From an optimization exercise on the open Yosys and OpenROAD flow, aimed at small area; shortcuts taken in it are not production practice. The RTL was checked by simulation tests, not by an equivalence proof against the original design. No activity file was given, so power comes from the tool's default toggle rates.

## gamma
==> flow/design.v <==
package qls_pkg;
  localparam logic [2:0] ACT_ENABLE  = 3'd0;
  localparam logic [2:0] ACT_DISABLE = 3'd1;
  localparam logic [2:0] ACT_START   = 3'd2;
  localparam logic [2:0] ACT_STOP    = 3'd3;
  localparam logic [2:0] ACT_TICK    = 3'd4;
endpackage
module query_latency_size_stats_top #(
  parameter int STAT_WIDTH = 32
) (
  input  logic        clk,
  input  logic        rst_n,
  input  logic        in_valid,
  output logic        in_ready,
  input  logic [2:0]  in_action,
  input  logic [31:0] in_byte_count,
  output logic        out_valid,
  input  logic        out_ready,
  output logic        out_enabled,
  output logic [31:0] out_query_total,
  output logic [31:0] out_error_total,
  output logic [31:0] out_bytes_least,
  output logic [31:0] out_bytes_mean,
  output logic [31:0] out_bytes_most,
  output logic [31:0] out_millis_least,
  output logic [31:0] out_millis_mean,
  output logic [31:0] out_millis_most
);
  logic [31:0] el_r, ns_r, nf_r;
  logic [31:0] ml_r, mm_r, mh_r;
  logic [31:0] bl_r, bm_r, bh_r;
  logic [33:0] rm_r;
  logic        en_r, open_r, efull_r, clrp_r, ov_r;
  logic [4:0]  c_r;       
  logic [6:0]  p_r;       
  logic        s_r, lt_r, gt_r, nz_r;
  logic        carry_r, dly_r, rdly_r, ybit_r, qbit_r, rneg_r, acc_r;
  logic [5:0] sub;
  logic       trio, p_evt, p_a, p_b, p_div, p_f, p_n, p_lastdiv;
  assign trio      = p_r[6];
  assign sub       = p_r[5:0];
  assign p_evt     = !trio && (sub == 6'd0);
  assign p_a       = trio && (sub == 6'd0);
  assign p_b       = (sub == 6'd1);
  assign p_div     = (sub >= 6'd2) && (sub <= 6'd34);
  assign p_lastdiv = (sub == 6'd34);
  assign p_f       = (sub == 6'd35);
  assign p_n       = (sub == 6'd36);
  logic run, c0, clast, sh;
  assign run   = in_valid && !ov_r;
  assign c0    = (c_r == 5'd0);
  assign clast = (c_r == 5'd16);
  assign sh    = run && !clast;
  logic a_en, a_dis, a_start, a_stop, a_tick, bc_zero;
  logic clr, do_start, stop_ok, do_fail, do_fold, do_tick;
  assign a_en     = (in_action == qls_pkg::ACT_ENABLE);
  assign a_dis    = (in_action == qls_pkg::ACT_DISABLE);
  assign a_start  = (in_action == qls_pkg::ACT_START);
  assign a_stop   = (in_action == qls_pkg::ACT_STOP);
  assign a_tick   = (in_action == qls_pkg::ACT_TICK);
  assign bc_zero  = (in_byte_count == 32'd0);
  assign clr      = p_evt && (clrp_r || (a_en && !en_r));
  assign do_start = a_start && en_r;
  assign stop_ok  = a_stop && en_r && open_r;
  assign do_fail  = stop_ok && bc_zero;
  assign do_fold  = stop_ok && !bc_zero;
  assign do_tick  = a_tick && open_r && !efull_r;
  logic done;
  assign done = clast && ((p_evt && !do_fold) || p_n);
  logic [1:0] e, ns, nf, ml, mm, mh, bl, bm, bh, r, vb;
  assign e  = el_r[1:0];
  assign ns = ns_r[1:0];
  assign nf = nf_r[1:0];
  assign ml = ml_r[1:0];
  assign mm = mm_r[1:0];
  assign mh = mh_r[1:0];
  assign bl = bl_r[1:0];
  assign bm = bm_r[1:0];
  assign bh = bh_r[1:0];
  assign r  = rm_r[1:0];
  assign vb = in_byte_count[{c_r[3:0], 1'b0} +: 2];
  logic [1:0] v, lst, mn, mst;
  assign v   = trio ? vb : e;
  assign lst = trio ? bl : ml;
  assign mn  = trio ? bm : mm;
  assign mst = trio ? bh : mh;
  logic [1:0] add_a, add_b, sum, nd;
  logic       cin0, cin, c1, cout;
  assign nd = clast ? 2'b00 : ns;
  always_comb begin
    add_a = 2'b00;
    add_b = 2'b00;
    cin0  = 1'b1;
    if (p_b) begin
      add_a = s_r ? mn : v;
      add_b = ~(s_r ? v : mn);
    end else if (p_div) begin
      add_a = {r[0], c0 ? ybit_r : rdly_r};
      add_b = rneg_r ? nd : ~nd;
      cin0  = rneg_r;
    end else if (p_f) begin
      add_a = mn;
      add_b = e ^ {2{s_r}};
      cin0  = qbit_r ^ s_r;
    end else if (p_n) begin
      add_a = ns;
    end else begin
      add_a = a_tick ? e : nf;
    end
  end
  assign cin     = c0 ? cin0 : carry_r;
  assign {c1, sum[0]}   = add_a[0] + add_b[0] + cin;
  assign {cout, sum[1]} = add_a[1] + add_b[1] + c1;
  function automatic logic dlt(input logic [1:0] x, input logic [1:0] y, input logic prev);
    dlt = (x < y) | ((x == y) & prev);
  endfunction
  logic cmp_pass;
  assign cmp_pass = p_evt || p_a;
  logic [1:0] e_in, ns_in, nf_in, ml_in, mm_in, mh_in, bl_in, bm_in, bh_in;
  logic [1:0] shx, shz;
  logic       wl, wh;
  assign wl  = !nz_r || lt_r;
  assign wh  = gt_r;
  assign shx = p_b ? sum : e;
  assign shz = p_b ? !s_r : qbit_r;
  always_comb begin
    e_in = e;
    if (p_b || p_div) begin
      e_in = {shx[0], c0 ? shz[0] : dly_r};
    end else if (p_evt) begin
      if (do_start)     e_in = 2'b00;
      else if (do_tick) e_in = sum;
    end
    ns_in = clr ? 2'b00 : (p_n ? sum : ns);
    nf_in = clr ? 2'b00 : ((p_evt && do_fail) ? sum : nf);
    ml_in = clr ? 2'b00 : ((p_b && !trio && wl) ? v : ml);
    mh_in = clr ? 2'b00 : ((p_b && !trio && wh) ? v : mh);
    mm_in = clr ? 2'b00 : ((p_f && !trio) ? sum : mm);
    bl_in = clr ? 2'b00 : ((p_b && trio && wl) ? v : bl);
    bh_in = clr ? 2'b00 : ((p_b && trio && wh) ? v : bh);
    bm_in = clr ? 2'b00 : ((p_f && trio) ? sum : bm);
  end
  always_ff @(posedge clk) begin
    if (sh) begin
      el_r <= {e_in,  el_r[31:2]};
      ns_r <= {ns_in, ns_r[31:2]};
      nf_r <= {nf_in, nf_r[31:2]};
      ml_r <= {ml_in, ml_r[31:2]};
      mm_r <= {mm_in, mm_r[31:2]};
      mh_r <= {mh_in, mh_r[31:2]};
      bl_r <= {bl_in, bl_r[31:2]};
      bm_r <= {bm_in, bm_r[31:2]};
      bh_r <= {bh_in, bh_r[31:2]};
    end
    rm_r    <= {(p_div ? sum : 2'b00), rm_r[33:2]};
    carry_r <= cout;
    rdly_r  <= r[1];
    if (sh) begin
      dly_r <= shx[1];
      if (c_r == 5'd15) ybit_r <= shx[1];
      if (cmp_pass) begin
        s_r  <= dlt(v,   mn, c0 ? 1'b0 : s_r);
        lt_r <= dlt(v,  lst, c0 ? 1'b0 : lt_r);
        gt_r <= dlt(mst,  v, c0 ? 1'b0 : gt_r);
        nz_r <= (|lst) || (!c0 && nz_r);
      end
      acc_r <= (&sum) && (c0 || acc_r);
    end
    if (run) begin
      if (p_div) acc_r <= (|sum) || (!c0 && acc_r);
      if (clast) begin
        rneg_r <= p_div && sum[1];
        qbit_r <= !sum[1] && (!p_lastdiv || acc_r || (|sum));
      end
    end
  end
  always_ff @(posedge clk) begin
    if (!rst_n) begin
      en_r   <= 1'b0;
      open_r <= 1'b0;
      clrp_r <= 1'b1;
      ov_r   <= 1'b0;
      c_r    <= '0;
      p_r    <= '0;
    end else begin
      if (ov_r && out_ready) ov_r <= 1'b0;
      if (run) begin
        c_r <= clast ? 5'd0 : c_r + 5'd1;
        if (clast) begin
          if (done) begin
            p_r  <= '0;
            ov_r <= 1'b1;
          end else if (p_r == 7'd35) begin
            p_r <= 7'd64;
          end else begin
            p_r <= p_r + 7'd1;
          end
          if (p_evt) begin
            clrp_r <= 1'b0;
            if (a_en)  en_r <= 1'b1;
            if (a_dis) en_r <= 1'b0;
            if (do_start) begin
              open_r  <= 1'b1;
              efull_r <= 1'b0;
            end
            if (stop_ok) open_r <= 1'b0;
            if (do_tick) efull_r <= acc_r;
          end
        end
      end
    end
  end
  assign in_ready         = !ov_r && done;
  assign out_valid        = ov_r;
  assign out_enabled      = en_r;
  assign out_query_total  = ns_r;
  assign out_error_total  = nf_r;
  assign out_bytes_least  = bl_r;
  assign out_bytes_mean   = bm_r;
  assign out_bytes_most   = bh_r;
  assign out_millis_least = ml_r;
  assign out_millis_mean  = mm_r;
  assign out_millis_most  = mh_r;
endmodule
export LEC_CHECK = 0
export CAP_MARGIN = 20
export CORE_MARGIN = 2
export CORE_UTILIZATION = 40
export SLEW_MARGIN = 20
create_clock -name core_clock -period 10.0 [get_ports {clk}]
run.sh (not shown) runs the stock make flow with config.mk's settings and CLKGATE_MAP_FILE= SYNTH_SCRIPT=/design/flow/synth_recipe.tcl, a recipe that flattens the netlist after the stock synthesis.
What alpha does differently from gamma at the input level:
==> flow/flow/run.sh (new file) <==
#!/bin/bash
# Standard ORFS layout, with the smallest buffer on the ports and a clock tree
# of smaller clock buffers without dummy loads. Full make output goes to
# flow.log in the work folder; ORFS's own step logs stay under orfs/logs.
set -euo pipefail
export BUFFER_PORTS_ARGS="-buffer_cell sky130_fd_sc_hd__buf_1"
export CTS_ARGS="-sink_clustering_enable -repair_clock_nets -buf_list sky130_fd_sc_hd__clkbuf_4 -dont_use_dummy_load"
bash standard.sh finish > flow.log 2>&1
==> flow/standard.sh (new file) <==
#!/bin/bash
# synth_recipe.tcl (not shown) runs the flow's synth.tcl, then flattens the netlist and writes it again
# the make line also repeats each setting of config.mk as NAME=value (left out here)
make -C /OpenROAD-flow-scripts/flow DESIGN_CONFIG=/design/flow/config.mk WORK_HOME=/design/flow/orfs CLKGATE_MAP_FILE= SYNTH_SCRIPT=/design/flow/synth_recipe.tcl "${@:-finish}"
removed: flow/run.sh
Results
Of gamma and alpha, gamma shows the lower power per cell area, with alpha above it. In the flow results for gamma and alpha, the biggest cell delay along the critical path is smaller on alpha. Per-cell via count in the routed design: alpha > gamma. In summary, alpha completed successfully, with a layout that passed the timing, DRC and antenna checks. alpha against gamma: clock period minus worst slack shrank by 0.62 ns; worst clock skew higher; final period utilization -6.2 points; post-synthesis adder-cell area fraction comparable.

[afterwards: timing with drivers on the ports]
In the flow no input, the clock included, has a driving cell. The finished layouts below were timed again as built, in two steps.
Step 1: set_driving_cell puts a clkbuf_16 on clk and a buf_2 on each other input, an assumption about the parent block.
Step 2 adds t to the input delays and takes it off the output delays; t is the mean of the earliest and latest rising clock arrival at the registers after step 1. Input paths then give back, and output paths get back, about the clock's delay inside the block.
a / b / c = ideal ports / drivers / drivers and shift; a / b = the first two.
| run | t (ns) | setup slack, ns | slew at the worst register clock pin (ns) |
|---|---|---|---|
| gamma | 0.559 | 3.779 / 3.744 / 3.744 | 0.06 / 0.06 |
| alpha | 0.724 | 4.394 / 4.359 / 4.359 | 0.07 / 0.07 |
After both steps setup and hold are still met in every run listed.
